Context: an optimization exercise on an open-source flow, tuned for small area and few clock cycles. The choices shown serve that exercise and are no tape-out recipe. Function was checked by simulation only, so behaviour that the tests miss may differ from the original.

`flow/config.mk`:
```
export PLATFORM = sky130hd
export DESIGN_NAME = ycbcrBlockTop
export DESIGN_NICKNAME = ycbcrBlockTop
export VERILOG_FILES = /design/flow/design.v
export SDC_FILE = /design/flow/constraint.sdc
export NUM_CORES = 4
export LEC_CHECK = 0
export CAP_MARGIN = 20
export CORE_MARGIN = 2
export CORE_UTILIZATION = 40
export CTS_BUF_LIST = sky130_fd_sc_hd__clkbuf_8
export CTS_CLUSTER_DIAMETER = 60
export CTS_CLUSTER_SIZE = 20
export SLEW_MARGIN = 20
export SYNTH_HIERARCHICAL = 1
export SYNTH_MINIMUM_KEEP_SIZE = 0
```
`flow/constraint.sdc`:
```
create_clock -name core_clock -period 8.0 [get_ports {clk}]
set_input_delay 1.6000 -clock core_clock [delete_from_list [all_inputs] [get_ports {clk}]]
set_output_delay 1.6000 -clock core_clock [all_outputs]
set_load 0.01 [all_outputs]
```
`flow/design.v`:
```
package ycbcr_pkg;
    typedef union packed {
        logic [(8 * 8)-1:0]                 raw;
        logic [0:8-1][8-1:0]  lanes;
    } pixelWord_u;
endpackage
module ycc_fa (input logic a, b, c, output logic s, co);
    assign s  = a ^ b ^ c;
    assign co = (a & b) | (a & c) | (b & c);
endmodule
module ycc_ha (input logic a, b, output logic s, co);
    assign s  = a ^ b;
    assign co = a & b;
endmodule
module ycc_stA (
    input  logic [7:0] r,
    input  logic [7:0] g,
    input  logic [7:0] nb,
    output logic [8:0] d,
    output logic [8:0] e
);
    wire a1;
    wire a2;
    wire i_g_0;
    assign i_g_0 = ~g[0];
    assign a1 = ~(r[0] ^ i_g_0);
    assign a2 = r[0] | i_g_0;
    wire a3;
    wire a4;
    wire i_g_1;
    assign i_g_1 = ~g[1];
    ycc_fa ua3 (.a(r[1]), .b(i_g_1), .c(a2), .s(a3), .co(a4));
    wire a5;
    wire a6;
    wire i_g_2;
    assign i_g_2 = ~g[2];
    ycc_fa ua5 (.a(r[2]), .b(i_g_2), .c(a4), .s(a5), .co(a6));
    wire a7;
    wire a8;
    wire i_g_3;
    assign i_g_3 = ~g[3];
    ycc_fa ua7 (.a(r[3]), .b(i_g_3), .c(a6), .s(a7), .co(a8));
    wire a9;
    wire a10;
    wire i_g_4;
    assign i_g_4 = ~g[4];
    ycc_fa ua9 (.a(r[4]), .b(i_g_4), .c(a8), .s(a9), .co(a10));
    wire a11;
    wire a12;
    wire i_g_5;
    assign i_g_5 = ~g[5];
    ycc_fa ua11 (.a(r[5]), .b(i_g_5), .c(a10), .s(a11), .co(a12));
    wire a13;
    wire a14;
    wire i_g_6;
    assign i_g_6 = ~g[6];
    ycc_fa ua13 (.a(r[6]), .b(i_g_6), .c(a12), .s(a13), .co(a14));
    wire a15;
    wire a16;
    wire i_g_7;
    assign i_g_7 = ~g[7];
    ycc_fa ua15 (.a(r[7]), .b(i_g_7), .c(a14), .s(a15), .co(a16));
    wire a17;
    wire a18;
    assign a17 = ~(g[0] ^ nb[0]);
    assign a18 = g[0] | nb[0];
    wire a19;
    wire a20;
    ycc_fa ua19 (.a(g[1]), .b(nb[1]), .c(a18), .s(a19), .co(a20));
    wire a21;
    wire a22;
    ycc_fa ua21 (.a(g[2]), .b(nb[2]), .c(a20), .s(a21), .co(a22));
    wire a23;
    wire a24;
    ycc_fa ua23 (.a(g[3]), .b(nb[3]), .c(a22), .s(a23), .co(a24));
    wire a25;
    wire a26;
    ycc_fa ua25 (.a(g[4]), .b(nb[4]), .c(a24), .s(a25), .co(a26));
    wire a27;
    wire a28;
    ycc_fa ua27 (.a(g[5]), .b(nb[5]), .c(a26), .s(a27), .co(a28));
    wire a29;
    wire a30;
    ycc_fa ua29 (.a(g[6]), .b(nb[6]), .c(a28), .s(a29), .co(a30));
    wire a31;
    wire a32;
    ycc_fa ua31 (.a(g[7]), .b(nb[7]), .c(a30), .s(a31), .co(a32));
    wire i_a16;
    assign i_a16 = ~a16;
    wire i_a32;
    assign i_a32 = ~a32;
    assign d[0] = a1;
    assign d[1] = a3;
    assign d[2] = a5;
    assign d[3] = a7;
    assign d[4] = a9;
    assign d[5] = a11;
    assign d[6] = a13;
    assign d[7] = a15;
    assign d[8] = i_a16;
    assign e[0] = a17;
    assign e[1] = a19;
    assign e[2] = a21;
    assign e[3] = a23;
    assign e[4] = a25;
    assign e[5] = a27;
    assign e[6] = a29;
    assign e[7] = a31;
    assign e[8] = i_a32;
endmodule
module ycc_stB (
    input  logic [8:0] d,
    input  logic [8:0] e,
    input  logic [7:0] g,
    output logic [7:0] y,
    output logic [8:0] cb,
    output logic [8:0] cr
);
    wire b1;
    wire b2;
    wire i_e_0;
    assign i_e_0 = ~e[0];
    assign b1 = ~(d[0] ^ i_e_0);
    assign b2 = d[0] | i_e_0;
    wire b3;
    wire b4;
    wire i_e_1;
    assign i_e_1 = ~e[1];
    ycc_fa ub3 (.a(d[1]), .b(i_e_1), .c(b2), .s(b3), .co(b4));
    wire b5;
    wire b6;
    wire i_d_0;
    assign i_d_0 = ~d[0];
    ycc_fa ub5 (.a(i_d_0), .b(d[2]), .c(e[0]), .s(b5), .co(b6));
    wire b7;
    wire b8;
    wire i_e_2;
    assign i_e_2 = ~e[2];
    ycc_fa ub7 (.a(i_e_2), .b(b5), .c(b4), .s(b7), .co(b8));
    wire b9;
    wire b10;
    ycc_fa ub9 (.a(d[3]), .b(e[1]), .c(b6), .s(b9), .co(b10));
    wire b11;
    wire b12;
    ycc_fa ub11 (.a(b9), .b(b8), .c(b7), .s(b11), .co(b12));
    wire b13;
    wire b14;
    wire i_b11;
    assign i_b11 = ~b11;
    ycc_fa ub13 (.a(d[1]), .b(e[3]), .c(i_b11), .s(b13), .co(b14));
    wire b15;
    wire b16;
    ycc_fa ub15 (.a(d[0]), .b(d[4]), .c(e[2]), .s(b15), .co(b16));
    wire b17;
    wire b18;
    wire i_b15;
    assign i_b15 = ~b15;
    ycc_fa ub17 (.a(d[2]), .b(e[4]), .c(i_b15), .s(b17), .co(b18));
    wire b19;
    wire b20;
    wire i_b17;
    assign i_b17 = ~b17;
    ycc_fa ub19 (.a(b10), .b(i_b17), .c(b12), .s(b19), .co(b20));
    wire b21;
    wire b22;
    wire i_b14;
    assign i_b14 = ~b14;
    ycc_ha ub21 (.a(i_b14), .b(b19), .s(b21), .co(b22));
    wire b23;
    wire b24;
    ycc_fa ub23 (.a(d[1]), .b(d[5]), .c(e[3]), .s(b23), .co(b24));
    wire b25;
    wire b26;
    ycc_fa ub25 (.a(d[3]), .b(e[0]), .c(e[5]), .s(b25), .co(b26));
    wire b27;
    wire b28;
    wire i_b25;
    assign i_b25 = ~b25;
    ycc_fa ub27 (.a(b16), .b(b23), .c(i_b25), .s(b27), .co(b28));
    wire b29;
    wire b30;
    ycc_fa ub29 (.a(b27), .b(b20), .c(b22), .s(b29), .co(b30));
    wire b31;
    wire b32;
    wire i_b18;
    assign i_b18 = ~b18;
    assign b31 = ~(i_b18 ^ b29);
    assign b32 = i_b18 | b29;
    wire b33;
    wire b34;
    ycc_fa ub33 (.a(d[0]), .b(d[2]), .c(d[6]), .s(b33), .co(b34));
    wire b35;
    wire b36;
    ycc_fa ub35 (.a(d[4]), .b(e[1]), .c(e[6]), .s(b35), .co(b36));
    wire b37;
    wire b38;
    ycc_fa ub37 (.a(e[4]), .b(b24), .c(b33), .s(b37), .co(b38));
    wire b39;
    wire b40;
    wire i_b28;
    assign i_b28 = ~b28;
    ycc_fa ub39 (.a(b26), .b(b35), .c(i_b28), .s(b39), .co(b40));
    wire b41;
    wire b42;
    ycc_fa ub41 (.a(b37), .b(b30), .c(b32), .s(b41), .co(b42));
    wire b43;
    wire b44;
    wire i_b39;
    assign i_b39 = ~b39;
    ycc_ha ub43 (.a(i_b39), .b(b41), .s(b43), .co(b44));
    wire b45;
    wire b46;
    ycc_fa ub45 (.a(d[1]), .b(d[3]), .c(d[7]), .s(b45), .co(b46));
    wire b47;
    wire b48;
    ycc_fa ub47 (.a(d[5]), .b(e[2]), .c(e[7]), .s(b47), .co(b48));
    wire b49;
    wire b50;
    ycc_fa ub49 (.a(e[5]), .b(b34), .c(b45), .s(b49), .co(b50));
    wire b51;
    wire b52;
    ycc_fa ub51 (.a(b36), .b(b47), .c(b40), .s(b51), .co(b52));
    wire b53;
    wire b54;
    wire i_b51;
    assign i_b51 = ~b51;
    ycc_fa ub53 (.a(b38), .b(b49), .c(i_b51), .s(b53), .co(b54));
    wire b55;
    wire b56;
    ycc_fa ub55 (.a(b53), .b(b42), .c(b44), .s(b55), .co(b56));
    wire b57;
    wire b58;
    ycc_fa ub57 (.a(g[0]), .b(d[2]), .c(d[4]), .s(b57), .co(b58));
    wire b59;
    wire b60;
    ycc_fa ub59 (.a(d[6]), .b(d[8]), .c(e[3]), .s(b59), .co(b60));
    wire b61;
    wire b62;
    ycc_fa ub61 (.a(e[6]), .b(e[8]), .c(b46), .s(b61), .co(b62));
    wire b63;
    wire b64;
    ycc_fa ub63 (.a(b57), .b(b50), .c(b61), .s(b63), .co(b64));
    wire b65;
    wire b66;
    ycc_fa ub65 (.a(b48), .b(b59), .c(b52), .s(b65), .co(b66));
    wire b67;
    wire b68;
    wire i_b65;
    assign i_b65 = ~b65;
    ycc_fa ub67 (.a(b63), .b(b54), .c(i_b65), .s(b67), .co(b68));
    wire b69;
    wire b70;
    ycc_fa ub69 (.a(b67), .b(b56), .c(b55), .s(b69), .co(b70));
    wire b71;
    wire b72;
    ycc_fa ub71 (.a(g[1]), .b(d[3]), .c(d[5]), .s(b71), .co(b72));
    wire b73;
    wire b74;
    ycc_fa ub73 (.a(d[7]), .b(e[4]), .c(b60), .s(b73), .co(b74));
    wire b75;
    wire b76;
    ycc_fa ub75 (.a(e[7]), .b(b58), .c(b71), .s(b75), .co(b76));
    wire b77;
    wire b78;
    ycc_fa ub77 (.a(b62), .b(b75), .c(b64), .s(b77), .co(b78));
    wire b79;
    wire b80;
    wire i_b77;
    assign i_b77 = ~b77;
    ycc_fa ub79 (.a(b73), .b(i_b77), .c(b66), .s(b79), .co(b80));
    wire b81;
    wire b82;
    wire i_b79;
    assign i_b79 = ~b79;
    ycc_fa ub81 (.a(b68), .b(i_b79), .c(b70), .s(b81), .co(b82));
    wire b83;
    wire b84;
    ycc_fa ub83 (.a(g[2]), .b(d[4]), .c(d[6]), .s(b83), .co(b84));
    wire b85;
    wire b86;
    ycc_fa ub85 (.a(d[8]), .b(b72), .c(b83), .s(b85), .co(b86));
    wire b87;
    wire b88;
    ycc_fa ub87 (.a(e[5]), .b(e[8]), .c(b74), .s(b87), .co(b88));
    wire b89;
    wire b90;
    ycc_fa ub89 (.a(b76), .b(b85), .c(b78), .s(b89), .co(b90));
    wire b91;
    wire b92;
    wire i_b89;
    assign i_b89 = ~b89;
    ycc_fa ub91 (.a(b87), .b(i_b89), .c(b80), .s(b91), .co(b92));
    wire b93;
    wire b94;
    wire i_b91;
    assign i_b91 = ~b91;
    ycc_fa ub93 (.a(i_b91), .b(b82), .c(b81), .s(b93), .co(b94));
    wire b95;
    wire b96;
    ycc_fa ub95 (.a(g[3]), .b(d[5]), .c(d[7]), .s(b95), .co(b96));
    wire b97;
    wire b98;
    ycc_fa ub97 (.a(b84), .b(b95), .c(b86), .s(b97), .co(b98));
    wire b99;
    wire b100;
    wire i_b97;
    assign i_b97 = ~b97;
    ycc_fa ub99 (.a(e[6]), .b(b88), .c(i_b97), .s(b99), .co(b100));
    wire b101;
    wire b102;
    wire i_b90;
    assign i_b90 = ~b90;
    ycc_fa ub101 (.a(b99), .b(i_b90), .c(b92), .s(b101), .co(b102));
    wire b103;
    wire b104;
    wire i_b101;
    assign i_b101 = ~b101;
    ycc_fa ub103 (.a(i_b101), .b(b94), .c(b93), .s(b103), .co(b104));
    wire b105;
    wire b106;
    ycc_fa ub105 (.a(g[4]), .b(d[6]), .c(b96), .s(b105), .co(b106));
    wire b107;
    wire b108;
    wire i_b105;
    assign i_b105 = ~b105;
    ycc_fa ub107 (.a(d[8]), .b(e[7]), .c(i_b105), .s(b107), .co(b108));
    wire b109;
    wire b110;
    wire i_b98;
    assign i_b98 = ~b98;
    ycc_fa ub109 (.a(i_b98), .b(b107), .c(b100), .s(b109), .co(b110));
    wire b111;
    wire b112;
    wire i_b104;
    assign i_b104 = ~b104;
    ycc_fa ub111 (.a(b109), .b(b102), .c(i_b104), .s(b111), .co(b112));
    wire b113;
    wire b114;
    ycc_fa ub113 (.a(g[5]), .b(d[7]), .c(e[8]), .s(b113), .co(b114));
    wire b115;
    wire b116;
    wire i_b108;
    assign i_b108 = ~b108;
    ycc_fa ub115 (.a(b113), .b(b106), .c(i_b108), .s(b115), .co(b116));
    wire b117;
    wire b118;
    wire i_b115;
    assign i_b115 = ~b115;
    ycc_fa ub117 (.a(i_b115), .b(b110), .c(b112), .s(b117), .co(b118));
    wire b119;
    wire b120;
    wire i_d_8;
    assign i_d_8 = ~d[8];
    ycc_fa ub119 (.a(g[6]), .b(i_d_8), .c(b114), .s(b119), .co(b120));
    wire b121;
    wire b122;
    wire i_b118;
    assign i_b118 = ~b118;
    ycc_fa ub121 (.a(b119), .b(b116), .c(i_b118), .s(b121), .co(b122));
    wire b123;
    wire b124;
    ycc_fa ub123 (.a(g[7]), .b(b120), .c(b122), .s(b123), .co(b124));
    wire b125;
    wire b126;
    assign b125 = d[2] ^ d[0];
    assign b126 = ~(d[2] | d[0]);
    wire b127;
    wire b128;
    ycc_fa ub127 (.a(d[0]), .b(d[2]), .c(d[3]), .s(b127), .co(b128));
    wire b129;
    wire b130;
    wire i_b126;
    assign i_b126 = ~b126;
    ycc_fa ub129 (.a(d[1]), .b(i_b126), .c(b127), .s(b129), .co(b130));
    wire b131;
    wire b132;
    ycc_fa ub131 (.a(d[1]), .b(d[3]), .c(d[4]), .s(b131), .co(b132));
    wire b133;
    wire b134;
    ycc_fa ub133 (.a(b128), .b(b131), .c(b130), .s(b133), .co(b134));
    wire b135;
    wire b136;
    assign b135 = b129 ^ b133;
    assign b136 = ~(b129 | b133);
    wire b137;
    wire b138;
    ycc_fa ub137 (.a(d[0]), .b(d[2]), .c(d[4]), .s(b137), .co(b138));
    wire b139;
    wire b140;
    ycc_fa ub139 (.a(d[5]), .b(b132), .c(b137), .s(b139), .co(b140));
    wire b141;
    wire b142;
    wire i_b136;
    assign i_b136 = ~b136;
    ycc_fa ub141 (.a(b139), .b(b134), .c(i_b136), .s(b141), .co(b142));
    wire b143;
    wire b144;
    ycc_fa ub143 (.a(d[1]), .b(d[3]), .c(d[5]), .s(b143), .co(b144));
    wire b145;
    wire b146;
    ycc_fa ub145 (.a(d[6]), .b(b138), .c(b143), .s(b145), .co(b146));
    wire b147;
    wire b148;
    ycc_fa ub147 (.a(b140), .b(b145), .c(b142), .s(b147), .co(b148));
    wire b149;
    wire b150;
    assign b149 = b141 ^ b147;
    assign b150 = ~(b141 | b147);
    wire b151;
    wire b152;
    ycc_fa ub151 (.a(d[2]), .b(d[4]), .c(d[6]), .s(b151), .co(b152));
    wire b153;
    wire b154;
    ycc_fa ub153 (.a(d[7]), .b(e[0]), .c(b144), .s(b153), .co(b154));
    wire b155;
    wire b156;
    ycc_fa ub155 (.a(b151), .b(b146), .c(b153), .s(b155), .co(b156));
    wire b157;
    wire b158;
    wire i_b150;
    assign i_b150 = ~b150;
    ycc_fa ub157 (.a(b155), .b(b148), .c(i_b150), .s(b157), .co(b158));
    wire b159;
    wire b160;
    ycc_fa ub159 (.a(d[3]), .b(d[5]), .c(d[7]), .s(b159), .co(b160));
    wire b161;
    wire b162;
    ycc_fa ub161 (.a(e[1]), .b(b152), .c(b159), .s(b161), .co(b162));
    wire b163;
    wire b164;
    ycc_fa ub163 (.a(b154), .b(b161), .c(b156), .s(b163), .co(b164));
    wire b165;
    wire b166;
    ycc_fa ub165 (.a(i_d_8), .b(b163), .c(b158), .s(b165), .co(b166));
    wire b167;
    wire b168;
    ycc_fa ub167 (.a(d[4]), .b(d[6]), .c(e[2]), .s(b167), .co(b168));
    wire b169;
    wire b170;
    ycc_fa ub169 (.a(b160), .b(b167), .c(b162), .s(b169), .co(b170));
    wire b171;
    wire b172;
    ycc_fa ub171 (.a(i_d_8), .b(b169), .c(b164), .s(b171), .co(b172));
    wire b173;
    wire b174;
    wire i_b171;
    assign i_b171 = ~b171;
    wire i_b166;
    assign i_b166 = ~b166;
    assign b173 = ~(i_b171 ^ i_b166);
    assign b174 = i_b171 | i_b166;
    wire b175;
    wire b176;
    ycc_fa ub175 (.a(d[5]), .b(d[7]), .c(e[3]), .s(b175), .co(b176));
    wire b177;
    wire b178;
    ycc_fa ub177 (.a(b168), .b(b175), .c(b170), .s(b177), .co(b178));
    wire b179;
    wire b180;
    wire i_b174;
    assign i_b174 = ~b174;
    ycc_fa ub179 (.a(b177), .b(b172), .c(i_b174), .s(b179), .co(b180));
    wire b181;
    wire b182;
    ycc_fa ub181 (.a(d[6]), .b(e[4]), .c(b176), .s(b181), .co(b182));
    wire b183;
    wire b184;
    ycc_fa ub183 (.a(i_d_8), .b(b181), .c(b178), .s(b183), .co(b184));
    wire b185;
    wire b186;
    ycc_fa ub185 (.a(b183), .b(b180), .c(b179), .s(b185), .co(b186));
    wire b187;
    wire b188;
    ycc_fa ub187 (.a(d[7]), .b(e[5]), .c(b182), .s(b187), .co(b188));
    wire b189;
    wire b190;
    ycc_fa ub189 (.a(b187), .b(b184), .c(b186), .s(b189), .co(b190));
    wire b191;
    wire b192;
    ycc_fa ub191 (.a(i_d_8), .b(e[6]), .c(b188), .s(b191), .co(b192));
    wire b193;
    wire b194;
    ycc_fa ub193 (.a(b191), .b(b190), .c(b189), .s(b193), .co(b194));
    wire b195;
    wire b196;
    ycc_fa ub195 (.a(e[7]), .b(b192), .c(b194), .s(b195), .co(b196));
    wire b197;
    wire b198;
    wire i_e_8;
    assign i_e_8 = ~e[8];
    ycc_fa ub197 (.a(i_e_8), .b(b196), .c(b195), .s(b197), .co(b198));
    wire b199;
    wire b200;
    wire i_b198;
    assign i_b198 = ~b198;
    wire i_b197;
    assign i_b197 = ~b197;
    assign b199 = ~(i_b198 ^ i_b197);
    assign b200 = i_b198 | i_b197;
    wire b201;
    wire b202;
    ycc_fa ub201 (.a(e[0]), .b(e[2]), .c(e[4]), .s(b201), .co(b202));
    wire b203;
    wire b204;
    ycc_fa ub203 (.a(e[1]), .b(e[3]), .c(e[5]), .s(b203), .co(b204));
    wire b205;
    wire b206;
    ycc_fa ub205 (.a(e[2]), .b(e[4]), .c(e[6]), .s(b205), .co(b206));
    wire b207;
    wire b208;
    ycc_fa ub207 (.a(d[0]), .b(e[3]), .c(e[5]), .s(b207), .co(b208));
    wire b209;
    wire b210;
    ycc_fa ub209 (.a(e[7]), .b(b206), .c(b207), .s(b209), .co(b210));
    wire b211;
    wire b212;
    ycc_fa ub211 (.a(d[1]), .b(e[4]), .c(e[6]), .s(b211), .co(b212));
    wire b213;
    wire b214;
    ycc_fa ub213 (.a(b208), .b(b211), .c(b210), .s(b213), .co(b214));
    wire b215;
    wire b216;
    assign b215 = ~(i_e_8 ^ b213);
    assign b216 = i_e_8 | b213;
    wire b217;
    wire b218;
    ycc_fa ub217 (.a(d[2]), .b(e[5]), .c(e[7]), .s(b217), .co(b218));
    wire b219;
    wire b220;
    ycc_fa ub219 (.a(b212), .b(b217), .c(b214), .s(b219), .co(b220));
    wire b221;
    wire b222;
    assign b221 = ~(b216 ^ b219);
    assign b222 = b216 | b219;
    wire b223;
    wire b224;
    ycc_fa ub223 (.a(d[3]), .b(e[6]), .c(b218), .s(b223), .co(b224));
    wire b225;
    wire b226;
    ycc_fa ub225 (.a(b223), .b(b220), .c(b222), .s(b225), .co(b226));
    wire b227;
    wire b228;
    ycc_fa ub227 (.a(d[4]), .b(e[7]), .c(b224), .s(b227), .co(b228));
    wire b229;
    wire b230;
    assign b229 = ~(b227 ^ b226);
    assign b230 = b227 | b226;
    wire b231;
    wire b232;
    ycc_fa ub231 (.a(d[5]), .b(i_e_8), .c(b228), .s(b231), .co(b232));
    wire b233;
    wire b234;
    assign b233 = ~(d[6] ^ b232);
    assign b234 = d[6] | b232;
    wire b235;
    wire b236;
    assign b235 = ~(d[7] ^ b234);
    assign b236 = d[7] | b234;
    wire b237;
    wire b238;
    assign b237 = ~(i_d_8 ^ b236);
    assign b238 = i_d_8 | b236;
    wire [16:0] b239 = {b238, b237, b235, b233, b231, b229, i_e_8, b221, b215, b209, b204, b202, b201, e[1], e[0], e[1], e[0]};
    wire [16:0] b240 = {1'b1, 1'b0, 1'b0, 1'b0, b230, 1'b0, b225, 1'b0, 1'b0, 1'b1, b205, b203, 1'b0, e[3], e[2], 1'b0, 1'b0};
    wire [16:0] b241 = b239 + b240;
    wire i_b81;
    assign i_b81 = ~b81;
    wire i_b93;
    assign i_b93 = ~b93;
    wire i_b111;
    assign i_b111 = ~b111;
    wire i_b117;
    assign i_b117 = ~b117;
    wire i_b123;
    assign i_b123 = ~b123;
    wire i_b165;
    assign i_b165 = ~b165;
    wire i_b185;
    assign i_b185 = ~b185;
    wire i_b193;
    assign i_b193 = ~b193;
    assign y[0] = b69;
    assign y[1] = i_b81;
    assign y[2] = i_b93;
    assign y[3] = b103;
    assign y[4] = i_b111;
    assign y[5] = i_b117;
    assign y[6] = b121;
    assign y[7] = i_b123;
    assign cb[0] = i_b165;
    assign cb[1] = b173;
    assign cb[2] = b179;
    assign cb[3] = i_b185;
    assign cb[4] = b189;
    assign cb[5] = i_b193;
    assign cb[6] = b195;
    assign cb[7] = b197;
    assign cb[8] = b199;
    assign cr[0] = b241[8];
    assign cr[1] = b241[9];
    assign cr[2] = b241[10];
    assign cr[3] = b241[11];
    assign cr[4] = b241[12];
    assign cr[5] = b241[13];
    assign cr[6] = b241[14];
    assign cr[7] = b241[15];
    assign cr[8] = b241[16];
endmodule
module ycbcrBlockTop (
    input  logic        clk,
    input  logic        rst_n,
    input  logic        enable,
    input  logic [63:0] rdData,
    output logic [10:0] rdAddr,
    output logic [10:0] wrAddr,
    output logic [63:0] wrData,
    output logic        wen,
    output logic        valid
);
    localparam logic [5:0] LastT = 6'd52;
    logic [5:0] t;
    logic [1:0] ph;      
    wire idle  = (t == 6'd0) | (t == LastT);
    wire start = enable & idle;
    always_ff @(posedge clk) begin
        if (!rst_n) begin
            t  <= 6'd0;
            ph <= 2'd0;
        end else if (start) begin
            t  <= 6'd1;
            ph <= 2'd1;
        end else if (idle) begin
            t  <= 6'd0;
            ph <= 2'd0;
        end else begin
            t  <= t + 6'd1;
            ph <= (ph == 2'd2) ? 2'd0 : ph + 2'd1;
        end
    end
    assign rdAddr = {5'd0, (t[5] & t[4]) ? 6'd0 : t};
    assign wrAddr = {5'd0, t - ((ph == 2'd2) ? 6'd3 : 6'd6)};
    assign wen    = (t < 6'd5);
    assign valid  = (t == LastT);
    logic [63:0] s0, s1;
    logic [31:0] s2h;
    always_ff @(posedge clk) begin
        s0  <= rdData;
        s1  <= s0;
        s2h <= s1[31:0];
    end
    wire selLo = (ph == 2'd0);
    logic [31:0] yU, cbU, crU;
    for (genvar j = 0; j < 4; j++) begin : gU
        logic [7:0] r, g, nb;
        logic [8:0] d, e, dP, eP, cb9, cr9;
        logic [7:0] gP, y;
        assign r = selLo ? s1[63 - 8 * j -: 8]     : s2h[31 - 8 * j -: 8];
        assign g = selLo ? s0[63 - 8 * j -: 8]     : s1[31 - 8 * j -: 8];
        assign nb = ~(selLo ? rdData[63 - 8 * j -: 8] : s0[31 - 8 * j -: 8]);
        ycc_stA uA (.r(r), .g(g), .nb(nb), .d(d), .e(e));
        always_ff @(posedge clk) begin
            dP <= d;
            eP <= e;
            gP <= g;
        end
        ycc_stB uB (.d(dP), .e(eP), .g(gP), .y(y), .cb(cb9), .cr(cr9));
        assign yU[31 - 8 * j -: 8]  = y;
        assign cbU[31 - 8 * j -: 8] = cb9[7:0] | {8{cb9[8]}};
        assign crU[31 - 8 * j -: 8] = cr9[7:0] | {8{cr9[8]}};
    end
    logic [31:0] l1, l2, c3, h1;
    always_ff @(posedge clk) begin
        if (ph == 2'd1) begin
            l1 <= crU;
            l2 <= yU;
        end else begin
            l1 <= l2;
            l2 <= c3;
        end
        c3 <= cbU;
        h1 <= (ph == 2'd2) ? yU : c3;
    end
    assign wrData = {l1, (ph == 2'd2) ? crU : h1};
endmodule
```
`flow/run.sh`:
```
#!/bin/bash
# synth_recipe.tcl (not shown) runs the flow's synth.tcl, then flattens the netlist and writes it again
# the make line also repeats each setting of config.mk as NAME=value (left out here)
make -C /OpenROAD-flow-scripts/flow DESIGN_CONFIG=/design/flow/config.mk WORK_HOME=/design/flow/orfs CLKGATE_MAP_FILE= SYNTH_SCRIPT=/design/flow/synth_recipe.tcl finish
```
==> results of run 1 <==
-- Yosys stat by module (local to each module, per instance) --
module | cells | cell area, sq um | flip-flops and latches
ycc_stA | 36 | 220 | 0
ycc_ha | 1 | 12.5 | 0
ycc_stB | 119 | 776 | 0
ycbcrBlockTop | 868 | 11400 | 400
ycc_fa | 1 | 20.0 | 0
-- metrics by stage --
step | std cells | utilization, %
3_3_place_gp | 2811 | 42.9
6_report | 2882 | 44.5
4_1_cts | 2872 | 44.3
3_5_place_dp | 2811 | 42.9
5_1_grt | 2882 | 44.5
2_1_floorplan | 1977 | -
-- layer usage --
layer / part of all wire (%) / up-vias / global-route usage, % / wire length, um
met5: 0 / - / 0 / 0
met4: 2.5 / 0 / 4.54 / 1220
met3: 5.5 / 65 / 3.80 / 2670
met2: 49 / 249 / 26.8 / 23800
met1: 43 / 6891 / 20.7 / 20900
li1: - / 6074 / - / -
-- layout make-up --
| type | instances | area (sq um) | area share, % |
|---|---|---|---|
| inverter | 254 | 953 | 3.47 |
| timing repair buffer | 196 | 1830 | 6.68 |
| clock inverter | 24 | 312 | 1.13 |
| sequential | 400 | 8030 | 29.2 |
| antenna | 2 | 5.00 | 0.0182 |
| multi-input combinational | 1132 | 14800 | 53.8 |
| tap | 837 | 1050 | 3.81 |
| clock buffer | 37 | 509 | 1.85 |
-- worst max-delay path, cell delays in order, from the launching register on --
cell	delay, ps
sky130_fd_sc_hd__dfxtp_1	420
sky130_fd_sc_hd__buf_4	190
sky130_fd_sc_hd__fa_1	440
sky130_fd_sc_hd__fa_1	400
sky130_fd_sc_hd__fa_1	430
sky130_fd_sc_hd__or2_2	310
sky130_fd_sc_hd__fa_1	390
sky130_fd_sc_hd__fa_1	440
sky130_fd_sc_hd__or2_2	310
sky130_fd_sc_hd__fa_1	430
sky130_fd_sc_hd__fa_1	380
sky130_fd_sc_hd__ha_1	220
sky130_fd_sc_hd__fa_1	470
sky130_fd_sc_hd__fa_1	390
sky130_fd_sc_hd__fa_1	480
sky130_fd_sc_hd__fa_1	390
sky130_fd_sc_hd__fa_1	520
sky130_fd_sc_hd__fa_1	470
sky130_fd_sc_hd__xnor2_2	210
sky130_fd_sc_hd__or2_2	310
-- sequential cells by signal, summed over array words and instances, names as in the netlist --
signal and count:
h1 32, s0 64, s2h 32, gU.dP 36
t 6, c3 32, s1 64, l2 32
gU.gP 32, gU.eP 36, l1 32, ph 2
-- layout by cell type (no fill, tap or decap), types with 17 or more instances in the layout --
cell	instances
sky130_fd_sc_hd__a21oi_1	66
sky130_fd_sc_hd__clkdlybuf4s50_1	143
sky130_fd_sc_hd__mux2_2	128
sky130_fd_sc_hd__xnor2_1	20
sky130_fd_sc_hd__ha_1	68
sky130_fd_sc_hd__dfxtp_1	390
sky130_fd_sc_hd__nor2_1	118
sky130_fd_sc_hd__buf_4	52
sky130_fd_sc_hd__inv_1	254
sky130_fd_sc_hd__mux2i_1	32
sky130_fd_sc_hd__fa_1	468
sky130_fd_sc_hd__or2_2	48
sky130_fd_sc_hd__nand3_1	17
sky130_fd_sc_hd__clkbuf_8	37
-- kinds of logic (layout without fill, tap and decap cells) --
| kind of cell | after synthesis | after routing | share of synthesized area, % |
|---|---|---|---|
| flops | 400 | 400 | 32.1 |
| xor+xnor | 34 | 34 | 1.19 |
| other cells | 1 | 12 | 0.0150 |
| compound gates | 137 | 137 | 3.70 |
| mux | 160 | 160 | 7.06 |
| fa+ha+maj | 544 | 544 | 41.5 |
| buf+inv | 445 | 511 | 9.24 |
| simple gates | 247 | 247 | 5.24 |
-- how the worst max path moves through the flow --
stage / depth (start not counted) / to
final: 19 / c3[22]$_DFF_P_
after global routing: 20 / wrData[16]
after CTS: 19 / wrData[3]
after detailed placement: 24 / h1[31]$_DFF_P_
after global placement: 25 / l2[7]$_DFF_P_
after floorplan: 26 / l2[15]$_DFF_P_
-- repair_timing --
action | 4_1_cts | 5_1_grt
setup endpoints to repair | 3 | 50
pin swaps | 0 | 9
setup buffers | 0 | 8
gates resized for setup | 2 | 26
hold buffers | 0 | 0
==> results.txt, run 1 <==
# TYPE chip_impl_metric gauge
chip_impl_info{name="outcome",value="no timing/DRC/antenna violations"} 1
chip_impl_metric{name="finalWeightedCongestion",unit=""} 0.883
chip_impl_metric{name="first_global_vias",unit=""} 15080
chip_impl_info{name="clk_root_buffer_cell",value="sky130_fd_sc_hd__clkbuf_8"} 1
chip_impl_metric{name="detailedPlacementHpwl",unit="um"} 39200
chip_impl_metric{name="cts_sinks",unit=""} 400
chip_impl_metric{name="drtIter0Drc",unit=""} 570
chip_impl_metric{name="clock_slew_at_reported_path_ffs",unit="ps"} 110
chip_impl_metric{name="max_clock_freq",unit="MHz"} 129
chip_impl_info{name="ys.flop_type",value="sky130_fd_sc_hd__dfxtp_1"} 1
chip_impl_metric{name="antenna_found_initial",unit=""} 1
chip_impl_metric{name="core_area",unit="sq um"} 61700
chip_impl_metric{name="placed_area",unit="sq um"} 26500
chip_impl_metric{name="worst_clock_skew",unit="ps"} 43.2
chip_impl_metric{name="drv_cap",unit=""} 0
chip_impl_info{name="grt_setup_unrepaired",value="no"} 1
chip_impl_metric{name="area_growth",unit="%"} 10.0
chip_impl_metric{name="finalWorstSetupSlack",unit="ps"} 264
chip_impl_metric{name="postSynthAreaPerCell",unit="sq um"} 12.7
chip_impl_metric{name="pin_count_of_the_biggest_net_entering_global_routing",unit=""} 69
chip_impl_metric{name="ff2ff_setup_slack",unit="ps"} 260
chip_impl_info{name="worst_r2r_endpoint",value="c3[22]$_DFF_P_"} 1
chip_impl_info{name="crit_type",value="register to register"} 1
chip_impl_info{name="hold-path-endpoint",value="s1[51]$_DFF_P_"} 1
chip_impl_metric{name="cp_data_required_time",unit="ps"} 8520
chip_impl_metric{name="synth-edff-count",unit=""} 0
chip_impl_info{name="ys_top_cells_by_area",value="sky130_fd_sc_hd__fa_1 38%, sky130_fd_sc_hd__dfxtp_1 32%, sky130_fd_sc_hd__mux2_2 5.8%"} 1
chip_impl_metric{name="hold_violations",unit=""} 0
chip_impl_metric{name="clock_tree.buffer_depth",unit=""} 3
chip_impl_metric{name="cp.arrival",unit="ps"} 8250
chip_impl_metric{name="fillCellCount",unit=""} 5711
chip_impl_info{name="worstReg2RegStart",value="gU[1].dP[2]$_DFF_P_"} 1
chip_impl_metric{name="ys_seq_area_share",unit="%"} 32.1
chip_impl_info{name="cts_tree",value="built"} 1
chip_impl_metric{name="global_route.overflow_total",unit=""} 0
chip_impl_info{name="setup.worst_path.start_class",value="register"} 1
chip_impl_metric{name="routed_wl",unit="um"} 48700
chip_impl_metric{name="critical_path_peak_fanout",unit=""} 8
chip_impl_metric{name="die_w",unit="um"} 254
chip_impl_metric{name="worstSkewPairLatency",unit="ps"} 630
chip_impl_metric{name="finalNetCount",unit=""} 2630
chip_impl_metric{name="global_route_wire_length_before_repair",unit="um"} 79700
chip_impl_metric{name="grt_usage",unit="%"} 16.0
chip_impl_metric{name="finalCritPeriodShare",unit="%"} 96.7
chip_impl_metric{name="boundaryPins",unit=""} 155
chip_impl_metric{name="holdWs",unit="ps"} 329
chip_impl_metric{name="dp_slack",unit="ps"} 54.1
chip_impl_metric{name="holdPathStages",unit=""} 0
chip_impl_metric{name="num_vias",unit=""} 13279
chip_impl_info{name="hp-start",value="s0[51]$_DFF_P_"} 1
chip_impl_info{name="setup.worst_path.start",value="gU[1].dP[2]$_DFF_P_"} 1
chip_impl_metric{name="count_of_final_max_slew_check_failures",unit=""} 0
chip_impl_metric{name="routed_via_density",unit=""} 4.61
chip_impl_metric{name="drt-pass1-iter-count",unit=""} 5
chip_impl_metric{name="routedWlPerCell",unit="um"} 16.9
chip_impl_metric{name="timing.max_slew.rel_slack",unit="%"} 40.2
chip_impl_info{name="synthMostInstantiatedCell",value="sky130_fd_sc_hd__fa_1"} 1
chip_impl_metric{name="design.die.area",unit="sq um"} 64400
chip_impl_metric{name="drc",unit=""} 0
chip_impl_metric{name="cts_htree_levels",unit=""} 2
chip_impl_metric{name="buffer_ports.inserted",unit=""} 144
chip_impl_metric{name="tightestPinTransition",unit="ps"} 897
chip_impl_metric{name="ys_async_sr_fraction",unit="%"} 0
chip_impl_metric{name="postRouteAntennaNets",unit=""} 0
chip_impl_metric{name="synth_warnings",unit=""} 7
chip_impl_metric{name="rr_worst_depth",unit=""} 19
chip_impl_metric{name="die_h",unit="um"} 254
chip_impl_metric{name="layout_min_cycle_time",unit="ps"} 7740
chip_impl_metric{name="synth_cell_type_count",unit=""} 45
chip_impl_metric{name="yosys_register_bits",unit=""} 400
chip_impl_info{name="endpoint_kind",value="register"} 1
chip_impl_metric{name="tritoncts_buffers",unit=""} 35
chip_impl_info{name="synth_common_cells",value="472 x sky130_fd_sc_hd__fa_1, 400 x sky130_fd_sc_hd__dfxtp_1, 254 x sky130_fd_sc_hd__inv_1"} 1
chip_impl_metric{name="layout-drive-gt1-share",unit="%"} 17.4
chip_impl_metric{name="fin_setup_tns",unit="ps"} 0
chip_impl_metric{name="yosys.area.top_type_share",unit="%"} 37.9
chip_impl_info{name="hold_path_class",value="register to register"} 1
chip_impl_info{name="synth.largest_area_cell",value="sky130_fd_sc_hd__fa_1"} 1
chip_impl_metric{name="post_synth_instance_area",unit="sq um"} 25000
chip_impl_metric{name="post_synth_inst_count",unit=""} 1968
chip_impl_metric{name="floorplan.initialDensity",unit="%"} 40.4
chip_impl_metric{name="setup_viol",unit=""} 0
chip_impl_metric{name="rows",unit=""} 91
chip_impl_metric{name="post_route_cell_area",unit="sq um"} 27500
Testbench counts, summed over its fixed seeds: cycles 3,336.
==> run 2, diff against run 1 <==
--- a/flow/config.mk
+++ b/flow/config.mk
@@ -8,9 +8,7 @@
 export CAP_MARGIN = 20
 export CORE_MARGIN = 2
 export CORE_UTILIZATION = 40
-export CTS_BUF_LIST = sky130_fd_sc_hd__clkbuf_8
-export CTS_CLUSTER_DIAMETER = 60
-export CTS_CLUSTER_SIZE = 20
+export CTS_BUF_LIST = sky130_fd_sc_hd__clkbuf_4
 export SLEW_MARGIN = 20
 export SYNTH_HIERARCHICAL = 1
 export SYNTH_MINIMUM_KEEP_SIZE = 0
==> run 2 against run 1 <==
  * Final area up 2.4%
  * Non-clock buffer count up 4
  * Synthesized area unchanged
  * Critical path type unchanged
  * Largest cell class unchanged
==> results.txt, run 2 <==
# TYPE chip_impl_metric gauge
chip_impl_metric{name="hold_violations",unit=""} 0
chip_impl_metric{name="global_route_wire_length_before_repair",unit="um"} 81900
chip_impl_metric{name="core_area",unit="sq um"} 61700
chip_impl_metric{name="first_global_vias",unit=""} 15953
chip_impl_metric{name="cts_htree_levels",unit=""} 3
chip_impl_metric{name="cts_hold_repair.buffers",unit=""} 0
chip_impl_metric{name="area_growth",unit="%"} 12.7
chip_impl_metric{name="layout-drive-gt1-share",unit="%"} 22.2
chip_impl_metric{name="post_synth_instance_area",unit="sq um"} 25000
chip_impl_metric{name="synth_warnings",unit=""} 7
chip_impl_metric{name="max_clock_freq",unit="MHz"} 129
chip_impl_metric{name="clock_tree.buffer_depth",unit=""} 3
chip_impl_metric{name="layout_min_cycle_time",unit="ps"} 7730
chip_impl_metric{name="setup_viol",unit=""} 0
chip_impl_metric{name="placed_area",unit="sq um"} 26500
chip_impl_metric{name="clock_slew_at_reported_path_ffs",unit="ps"} 60
chip_impl_info{name="crit_type",value="register to register"} 1
chip_impl_info{name="synthMostInstantiatedCell",value="sky130_fd_sc_hd__fa_1"} 1
chip_impl_metric{name="yosys_register_bits",unit=""} 400
chip_impl_info{name="hold_path_class",value="register to register"} 1
chip_impl_metric{name="cp.arrival",unit="ps"} 8440
chip_impl_metric{name="global_route.overflow_total",unit=""} 0
chip_impl_info{name="cp_slowest_cell",value="sky130_fd_sc_hd__fa_1"} 1
chip_impl_metric{name="floorplan.initialDensity",unit="%"} 40.4
chip_impl_info{name="most_frequent_standard_cell_in_the_layout_excluding_fill_and_tap_cells",value="sky130_fd_sc_hd__fa_1"} 1
chip_impl_metric{name="tightestPinTransition",unit="ps"} 933
chip_impl_info{name="cts_tree",value="built"} 1
chip_impl_metric{name="boundaryPins",unit=""} 155
chip_impl_info{name="worstPathCellList",value="buf_4 -> fa_1 -> fa_1 -> fa_1 -> or2_2 -> fa_1 -> fa_1 -> or2_2 -> fa_1 -> fa_1 -> ha_1 -> fa_1 -> fa_1 -> fa_1 -> fa_1 -> fa_1 -> fa_1 -> xnor2_1 -> or2_2"} 1
chip_impl_metric{name="holdPathStages",unit=""} 0
chip_impl_info{name="synth_common_cells",value="472 x sky130_fd_sc_hd__fa_1, 400 x sky130_fd_sc_hd__dfxtp_1, 254 x sky130_fd_sc_hd__inv_1"} 1
chip_impl_metric{name="critical-path-max-stage-delay",unit="ps"} 520
chip_impl_info{name="worstReg2RegStart",value="gU[1].dP[2]$_DFF_P_"} 1
chip_impl_info{name="endpoint_kind",value="register"} 1
chip_impl_metric{name="post_synth_inst_count",unit=""} 1968
chip_impl_metric{name="worstSkewPairLatency",unit="ps"} 860
chip_impl_metric{name="count_of_final_max_slew_check_failures",unit=""} 0
chip_impl_metric{name="routed_via_density",unit=""} 4.58
chip_impl_metric{name="fin_setup_tns",unit="ps"} 0
chip_impl_metric{name="drv_cap",unit=""} 0
chip_impl_metric{name="drtIter0Drc",unit=""} 546
chip_impl_metric{name="ff2ff_setup_slack",unit="ps"} 270
chip_impl_metric{name="synth_cell_type_count",unit=""} 45
chip_impl_metric{name="tritoncts_buffers",unit=""} 107
chip_impl_info{name="critPathMostFrequentCell",value="sky130_fd_sc_hd__fa_1"} 1
chip_impl_info{name="critical_path_s_top_delay_family",value="adder cells"} 1
chip_impl_metric{name="post_route_cell_area",unit="sq um"} 28100
chip_impl_info{name="layout.cells.most_common_list",value="468 x sky130_fd_sc_hd__fa_1, 384 x sky130_fd_sc_hd__dfxtp_1, 253 x sky130_fd_sc_hd__inv_1"} 1
chip_impl_metric{name="pin_count_of_the_biggest_net_entering_global_routing",unit=""} 69
chip_impl_metric{name="die_w",unit="um"} 254
chip_impl_metric{name="rows",unit=""} 91
chip_impl_info{name="hold-path-endpoint",value="s2h[21]$_DFF_P_"} 1
chip_impl_info{name="outcome",value="no timing/DRC/antenna violations"} 1
chip_impl_info{name="hp-start",value="s1[21]$_DFF_P_"} 1
chip_impl_metric{name="detailedPlacementHpwl",unit="um"} 39200
chip_impl_metric{name="design.die.area",unit="sq um"} 64400
chip_impl_metric{name="finalWeightedCongestion",unit=""} 0.883
chip_impl_metric{name="finalCritPeriodShare",unit="%"} 96.6
chip_impl_metric{name="yosys.area.top_type_share",unit="%"} 37.9
chip_impl_metric{name="layout.core_utilization",unit="%"} 45.6
chip_impl_metric{name="num_vias",unit=""} 13782
chip_impl_metric{name="cts_sinks",unit=""} 400
chip_impl_metric{name="postSynthAreaPerCell",unit="sq um"} 12.7
chip_impl_info{name="worst_r2r_endpoint",value="c3[22]$_DFF_P_"} 1
chip_impl_metric{name="die_h",unit="um"} 254
chip_impl_metric{name="holdWs",unit="ps"} 332
chip_impl_metric{name="ys_seq_area_share",unit="%"} 32.1
chip_impl_info{name="largest_registers",value="s0 x64, s1 x64"} 1
chip_impl_metric{name="finalNetCount",unit=""} 2706
chip_impl_metric{name="rr_worst_depth",unit=""} 19
chip_impl_metric{name="postRouteAntennaNets",unit=""} 0
chip_impl_metric{name="worst_clock_skew",unit="ps"} 54.3
chip_impl_metric{name="drt-pass1-iter-count",unit=""} 5
chip_impl_metric{name="cp_data_required_time",unit="ps"} 8710
chip_impl_info{name="setup.worst_path.start_class",value="register"} 1
chip_impl_metric{name="grt_usage",unit="%"} 16.5
chip_impl_metric{name="synth-edff-count",unit=""} 0
chip_impl_info{name="ys_top_cells_by_area",value="sky130_fd_sc_hd__fa_1 38%, sky130_fd_sc_hd__dfxtp_1 32%, sky130_fd_sc_hd__mux2_2 5.8%"} 1
chip_impl_metric{name="ys_async_sr_fraction",unit="%"} 0
chip_impl_metric{name="routed_wl",unit="um"} 49800
chip_impl_info{name="ys.flop_type",value="sky130_fd_sc_hd__dfxtp_1"} 1
chip_impl_metric{name="routedWlPerCell",unit="um"} 16.5
chip_impl_metric{name="critical_path_buf_inv_count",unit=""} 1
chip_impl_info{name="synth.largest_area_cell",value="sky130_fd_sc_hd__fa_1"} 1
chip_impl_metric{name="timing.max_slew.rel_slack",unit="%"} 37.8
chip_impl_info{name="clk_root_buffer_cell",value="sky130_fd_sc_hd__clkbuf_4"} 1
chip_impl_metric{name="critical_path_peak_fanout",unit=""} 8
chip_impl_metric{name="antenna_found_initial",unit=""} 2
chip_impl_metric{name="buffer_ports.inserted",unit=""} 144
chip_impl_metric{name="drc",unit=""} 0
## run 2: cell counts after synthesis
Identical to the previous run, type by type.
## run 2: Yosys stat by module (local to each module, per instance)
module,flip-flops and latches,cells inside
ycc_ha,0,1
ycc_fa,0,1
ycc_stB,0,119
ycc_stA,0,36
ycbcrBlockTop,400,868
## run 2: repair_timing
action | in CTS | in global routing
resized for setup | 8 | 44
endpoints found under the setup margin | 29 | 48
setup buffers | 3 | 9
pin swaps | 1 | 13
## run 2: worst max path at each step
stage / start / to / cells past startpoint
2_1_floorplan: gU[2].dP[0]$_DFF_P_ / l2[15]$_DFF_P_ / 26
3_3_place_gp: gU[3].dP[0]$_DFF_P_ / l2[7]$_DFF_P_ / 25
3_5_place_dp: gU[0].eP[0]$_DFF_P_ / h1[31]$_DFF_P_ / 24
4_1_cts: gU[2].eP[2]$_DFF_P_ / wrData[15] / 21
5_1_grt: gU[1].dP[0]$_DFF_P_ / wrData[23] / 21
6_report: gU[1].dP[2]$_DFF_P_ / c3[22]$_DFF_P_ / 19
## run 2: metal layers
layer | vias up | routed length (um) | global-route usage (%)
met5 | - | 0 | 0
met4 | 0 | 1260 | 6.59
met3 | 78 | 2790 | 4.19
met2 | 298 | 24800 | 27.8
met1 | 7115 | 21000 | 20.4
li1 | 6291 | - | -
## run 2: metrics by stage
stage | cells | setup WS, ps
global route | 3010 | -39.1
finish | 3010 | 270
detailed placement | 2811 | 54.1
CTS | 3000 | 47.0
global placement | 2811 | 169
floorplan | 1977 | 186
## run 2: kinds of logic (layout without fill, tap and decap cells)
logic type,count (synthesis),count (layout),share of synthesized area [%]
AOI/OAI and AO/OA,137,137,3.70
xor gates and xnor gates,34,34,1.19
adders and majority gates,544,544,41.5
buffers and inverters,445,640,9.24
DFF,400,400,32.1
muxes,160,160,7.06
other,1,11,0.0150
and+or+nand+nor,247,247,5.24
## run 2: worst register-to-register path: stages (launching register included)
cell	delay [ps]
sky130_fd_sc_hd__dfxtp_1	400
sky130_fd_sc_hd__buf_4	200
sky130_fd_sc_hd__fa_1	440
sky130_fd_sc_hd__fa_1	400
sky130_fd_sc_hd__fa_1	430
sky130_fd_sc_hd__or2_2	310
sky130_fd_sc_hd__fa_1	390
sky130_fd_sc_hd__fa_1	440
sky130_fd_sc_hd__or2_2	310
sky130_fd_sc_hd__fa_1	430
sky130_fd_sc_hd__fa_1	380
sky130_fd_sc_hd__ha_1	220
sky130_fd_sc_hd__fa_1	470
sky130_fd_sc_hd__fa_1	400
sky130_fd_sc_hd__fa_1	480
sky130_fd_sc_hd__fa_1	390
sky130_fd_sc_hd__fa_1	520
sky130_fd_sc_hd__fa_1	450
sky130_fd_sc_hd__xnor2_1	230
sky130_fd_sc_hd__or2_2	330
## run 2: cell type report
| class | count | area (sq um) |
|---|---|---|
| Sequential cell | 400 | 8040 |
| Clock inverter | 30 | 216 |
| Multi-Input combinational cell | 1132 | 14800 |
| Clock buffer | 156 | 1170 |
| Tap cell | 837 | 1050 |
| Fill cell | 5750 | 33600 |
| Antenna cell | 1 | 2.50 |
| Timing Repair Buffer | 200 | 1890 |
| Inverter | 254 | 953 |
==> run 3, diff against run 2 <==
==> flow/flow/run.sh (new file) <==
#!/bin/bash
# The standard layout (standard.sh: standard synthesis, floorplan, place, CTS, route),
# with one change: the buffers that buffer_ports puts on every input and output port are
# sky130_fd_sc_hd__buf_1 cells instead of the default sky130_fd_sc_hd__clkdlybuf4s50_1.
# The whole make output goes to standard_flow.log; ORFS keeps each step's log in orfs/logs.
set -euo pipefail
export BUFFER_PORTS_ARGS="-buffer_cell sky130_fd_sc_hd__buf_1"
bash standard.sh > standard_flow.log 2>&1
==> flow/standard.sh (new file) <==
#!/bin/bash
# synth_recipe.tcl (not shown) runs the flow's synth.tcl, then flattens the netlist and writes it again
# the make line also repeats each setting of config.mk as NAME=value (left out here)
make -C /OpenROAD-flow-scripts/flow DESIGN_CONFIG=/design/flow/config.mk WORK_HOME=/design/flow/orfs CLKGATE_MAP_FILE= SYNTH_SCRIPT=/design/flow/synth_recipe.tcl "${@:-finish}"
removed: flow/run.sh
==> run 3 against run 2 <==
  * Via count fell by 1.5%
  * Maximum frequency about the same
  * Worst setup slack about the same
  * Register-to-register slack is essentially flat
  * Flip-flop and latch count unchanged
  * Synthesized cell count unchanged
  * Worst hold slack got worse by 30 ps
  * Global-route usage shrank 0.33 points
  * Synthesized area is the same
==> results.txt, run 3 <==
# TYPE chip_impl_metric gauge
chip_impl_metric{name="drtIter0Drc",unit=""} 544
chip_impl_metric{name="cts_hold_repair.buffers",unit=""} 0
chip_impl_metric{name="tightestPinTransition",unit="ps"} 870
chip_impl_metric{name="postSynthAreaPerCell",unit="sq um"} 12.7
chip_impl_metric{name="dp_slack",unit="ps"} 116
chip_impl_info{name="largest_registers",value="s0 x64, s1 x64"} 1
chip_impl_metric{name="drc",unit=""} 0
chip_impl_metric{name="cts_htree_levels",unit=""} 3
chip_impl_metric{name="rows",unit=""} 91
chip_impl_metric{name="finalWorstSetupSlack",unit="ps"} 270
chip_impl_metric{name="worstSkewPairLatency",unit="ps"} 880
chip_impl_metric{name="placed_area",unit="sq um"} 25600
chip_impl_metric{name="clock_tree.buffer_depth",unit=""} 3
chip_impl_info{name="most_frequent_standard_cell_in_the_layout_excluding_fill_and_tap_cells",value="sky130_fd_sc_hd__fa_1"} 1
chip_impl_metric{name="buffer_ports.inserted",unit=""} 144
chip_impl_metric{name="synth_compound_area_share",unit="%"} 3.70
chip_impl_metric{name="register_area",unit="sq um"} 8030
chip_impl_metric{name="post_synth_instance_area",unit="sq um"} 25000
chip_impl_metric{name="max_clock_freq",unit="MHz"} 129
chip_impl_metric{name="drt-pass1-iter-count",unit=""} 4
chip_impl_metric{name="yosys.area.top_type_share",unit="%"} 37.9
chip_impl_metric{name="critical-path-max-stage-delay",unit="ps"} 540
chip_impl_metric{name="routed_via_density",unit=""} 4.50
chip_impl_metric{name="design.die.area",unit="sq um"} 64400
chip_impl_metric{name="area_growth",unit="%"} 8.77
chip_impl_metric{name="layout_min_cycle_time",unit="ps"} 7730
chip_impl_info{name="hold_path_class",value="register to register"} 1
chip_impl_metric{name="ys_seq_area_share",unit="%"} 32.1
chip_impl_metric{name="antenna_found_initial",unit=""} 3
chip_impl_info{name="cp_slowest_cell",value="sky130_fd_sc_hd__fa_1"} 1
chip_impl_metric{name="synth-edff-count",unit=""} 0
chip_impl_metric{name="cts_sinks",unit=""} 400
chip_impl_metric{name="global_route.overflow_total",unit=""} 0
chip_impl_info{name="critical_path_s_top_delay_family",value="adder cells"} 1
chip_impl_metric{name="routedWlPerCell",unit="um"} 16.2
chip_impl_metric{name="synth.mux.area_fraction",unit="%"} 7.06
chip_impl_metric{name="floorplan.initialDensity",unit="%"} 40.4
chip_impl_metric{name="fin_setup_tns",unit="ps"} 0
chip_impl_metric{name="critical_path_peak_fanout",unit=""} 3
chip_impl_info{name="critPathMostFrequentCell",value="sky130_fd_sc_hd__fa_1"} 1
chip_impl_info{name="clk_root_buffer_cell",value="sky130_fd_sc_hd__clkbuf_4"} 1
chip_impl_info{name="synth_common_cells",value="472 x sky130_fd_sc_hd__fa_1, 400 x sky130_fd_sc_hd__dfxtp_1, 254 x sky130_fd_sc_hd__inv_1"} 1
chip_impl_info{name="setup.worst_path.start_class",value="register"} 1
chip_impl_metric{name="core_area",unit="sq um"} 61700
chip_impl_metric{name="clock_slew_at_reported_path_ffs",unit="ps"} 70
chip_impl_metric{name="boundaryPins",unit=""} 155
chip_impl_metric{name="ys_async_sr_fraction",unit="%"} 0
chip_impl_metric{name="post_synth_inst_count",unit=""} 1968
chip_impl_metric{name="global_route_wire_length_before_repair",unit="um"} 80200
chip_impl_metric{name="layout-drive-gt1-share",unit="%"} 21.6
chip_impl_metric{name="finalCritPeriodShare",unit="%"} 96.6
chip_impl_metric{name="synth-simple-area-share",unit="%"} 5.24
chip_impl_metric{name="timing.max_slew.rel_slack",unit="%"} 42.0
chip_impl_info{name="outcome",value="no timing/DRC/antenna violations"} 1
chip_impl_metric{name="cp_data_required_time",unit="ps"} 8700
chip_impl_metric{name="synthAdderAreaFrac",unit="%"} 41.5
chip_impl_metric{name="post_route_cell_area",unit="sq um"} 27100
chip_impl_info{name="ys.flop_type",value="sky130_fd_sc_hd__dfxtp_1"} 1
chip_impl_metric{name="worst_clock_skew",unit="ps"} 77.0
chip_impl_metric{name="drv_cap",unit=""} 0
chip_impl_metric{name="die_h",unit="um"} 254
chip_impl_metric{name="first_global_vias",unit=""} 15613
chip_impl_metric{name="synth_cell_type_count",unit=""} 45
chip_impl_metric{name="count_of_final_max_slew_check_failures",unit=""} 0
chip_impl_metric{name="postRouteAntennaNets",unit=""} 0
chip_impl_info{name="crit_type",value="register to register"} 1
chip_impl_metric{name="routed_wl",unit="um"} 48900
chip_impl_metric{name="finalNetCount",unit=""} 2704
chip_impl_metric{name="fillCellCount",unit=""} 5792
chip_impl_info{name="combinational_family_with_the_most_area_after_synthesis",value="adder cells"} 1
chip_impl_metric{name="pin_count_of_the_biggest_net_entering_global_routing",unit=""} 51
chip_impl_metric{name="tritoncts_buffers",unit=""} 109
chip_impl_metric{name="yosys_register_bits",unit=""} 400
chip_impl_metric{name="grt_usage",unit="%"} 16.2
chip_impl_info{name="endpoint_kind",value="register"} 1
chip_impl_metric{name="layout.core_utilization",unit="%"} 44.0
chip_impl_metric{name="finalWeightedCongestion",unit=""} 0.866
chip_impl_metric{name="critical_path_buf_inv_count",unit=""} 6
chip_impl_info{name="layout.cells.most_common_list",value="460 x sky130_fd_sc_hd__fa_1, 389 x sky130_fd_sc_hd__dfxtp_1, 253 x sky130_fd_sc_hd__inv_1"} 1
chip_impl_metric{name="synth_warnings",unit=""} 7
chip_impl_info{name="synthMostInstantiatedCell",value="sky130_fd_sc_hd__fa_1"} 1
chip_impl_metric{name="setup_viol",unit=""} 0
chip_impl_metric{name="hold_violations",unit=""} 0
chip_impl_metric{name="cp.arrival",unit="ps"} 8430
chip_impl_info{name="cts_tree",value="built"} 1
chip_impl_metric{name="area_of_combinational_cells_with_multiple_inputs",unit="sq um"} 14800
chip_impl_metric{name="detailedPlacementHpwl",unit="um"} 39200
chip_impl_info{name="ys_top_cells_by_area",value="sky130_fd_sc_hd__fa_1 38%, sky130_fd_sc_hd__dfxtp_1 32%, sky130_fd_sc_hd__mux2_2 5.8%"} 1
chip_impl_metric{name="synth_xor_area_share",unit="%"} 1.19
chip_impl_info{name="synth.largest_area_cell",value="sky130_fd_sc_hd__fa_1"} 1
chip_impl_metric{name="die_w",unit="um"} 254
chip_impl_metric{name="num_vias",unit=""} 13572
[run 3: cell count changes in the layout (fill, tap and decap cells not counted), sizes merged]
cell / previous run / this run
buf: 56 / 196
clkinvlp: 1 / 0
clkbuf: 156 / 143
dlymetal6s2s: 10 / 0
clkdlybuf4s50: 134 / 0
clkinv: 24 / 47
inv: 256 / 258
[run 3: final cells by class]
| type | instances | share of cell area [%] |
|---|---|---|
| Multi-Input combinational cell | 1132 | 54.5 |
| Sequential cell | 400 | 29.6 |
| Clock buffer | 143 | 3.95 |
| Tap cell | 837 | 3.86 |
| Inverter | 254 | 3.51 |
| Timing Repair Buffer | 196 | 3.43 |
| Clock inverter | 54 | 1.20 |
| Antenna cell | 1 | 0.00922 |
[run 3: Yosys stat by module, one instance, submodules excluded]
module	cells inside	times used	cell area [sq um]	flops+latches
ycc_stA	36	4	220	0
ycbcrBlockTop	868	1	11400	400
ycc_stB	119	4	776	0
ycc_ha	1	8	12.5	0
ycc_fa	1	472	20.0	0
[run 3: metrics by stage]
step / hold WS, ps / cells
2_1_floorplan: 326 / 1977
3_3_place_gp: 329 / 2816
3_5_place_dp: 333 / 2816
4_1_cts: 285 / 3013
5_1_grt: 298 / 3017
6_report: 302 / 3017
[run 3: path summary, 6_finish.rpt]
| kind | start | cells after the start | to | slack (ps) |
|---|---|---|---|---|
| min | s0[9]$_DFF_P_ | 0 | s1[9]$_DFF_P_ | 300 |
| min reg2reg | s0[9]$_DFF_P_ | 0 | s1[9]$_DFF_P_ | 300 |
| max reg2reg | gU[3].dP[0]$_DFF_P_ | 25 | l2[7]$_DFF_P_ | 270 |
| max | gU[3].dP[0]$_DFF_P_ | 25 | l2[7]$_DFF_P_ | 270 |
[run 3: logic make-up after synthesis]
family                   after synthesis
adder cells (fa/ha/maj)              544
buffers and inverters                445
flip-flops                           400
AND/OR/NAND/NOR                      247
multiplexers                         160
AO/OA/AOI/OAI                        137
XOR/XNOR                              34
other                                  1
[run 3: repair_timing]
item,in CTS,in global routing
gates resized for setup,1,34
buffers inserted,0,3
gates cloned,0,0
hold endpoints to repair,0,0
setup endpoints to repair,7,42
pin swaps,0,19
[run 3: layer usage]
metal	up-vias	part of all wire [%]	routed length [um]	GRT usage (%)
met3	98	5.1	2500	3.44
met5	-	0	0	0
met2	279	49	23900	27.0
met4	0	3.0	1460	6.57
li1	6290	-	-	-
met1	6905	43	21000	20.6

[afterwards: timing with drivers on the ports]
In the flow no input, the clock included, has a driving cell. The finished layouts below were timed again as built, in two steps.
Step 1 sets driving cells, clkbuf_16 on the clock port and buf_2 on the other inputs (assumed; they add their load-dependent delay and slew).
Step 2 times the ports against the registers' clock, not the clock port: input delays grow and output delays shrink by t, the midpoint of the rising clock arrivals with the driver on.
Three values: no drivers, after step 1, after step 2; two values: the first two.
| run | t, ns | setup slack, ns | worst hold slack (ns) | clock arrival spread, ns | worst slew at a driven data input, ns |
|---|---|---|---|---|---|
| run 1 | 0.663 | 0.264 / 0.264 / 0.264 | 0.329 / 0.329 / 0.329 | 0.045 / 0.045 | 0.07 |
| run 2 | 0.881 | 0.270 / 0.270 / 0.270 | 0.332 / 0.332 / 0.332 | 0.059 / 0.059 | 0.07 |
| run 3 | 0.897 | 0.270 / 0.270 / 0.270 | 0.302 / 0.302 / 0.302 | 0.092 / 0.092 | 0.07 |
After both steps every run listed still meets setup and hold.
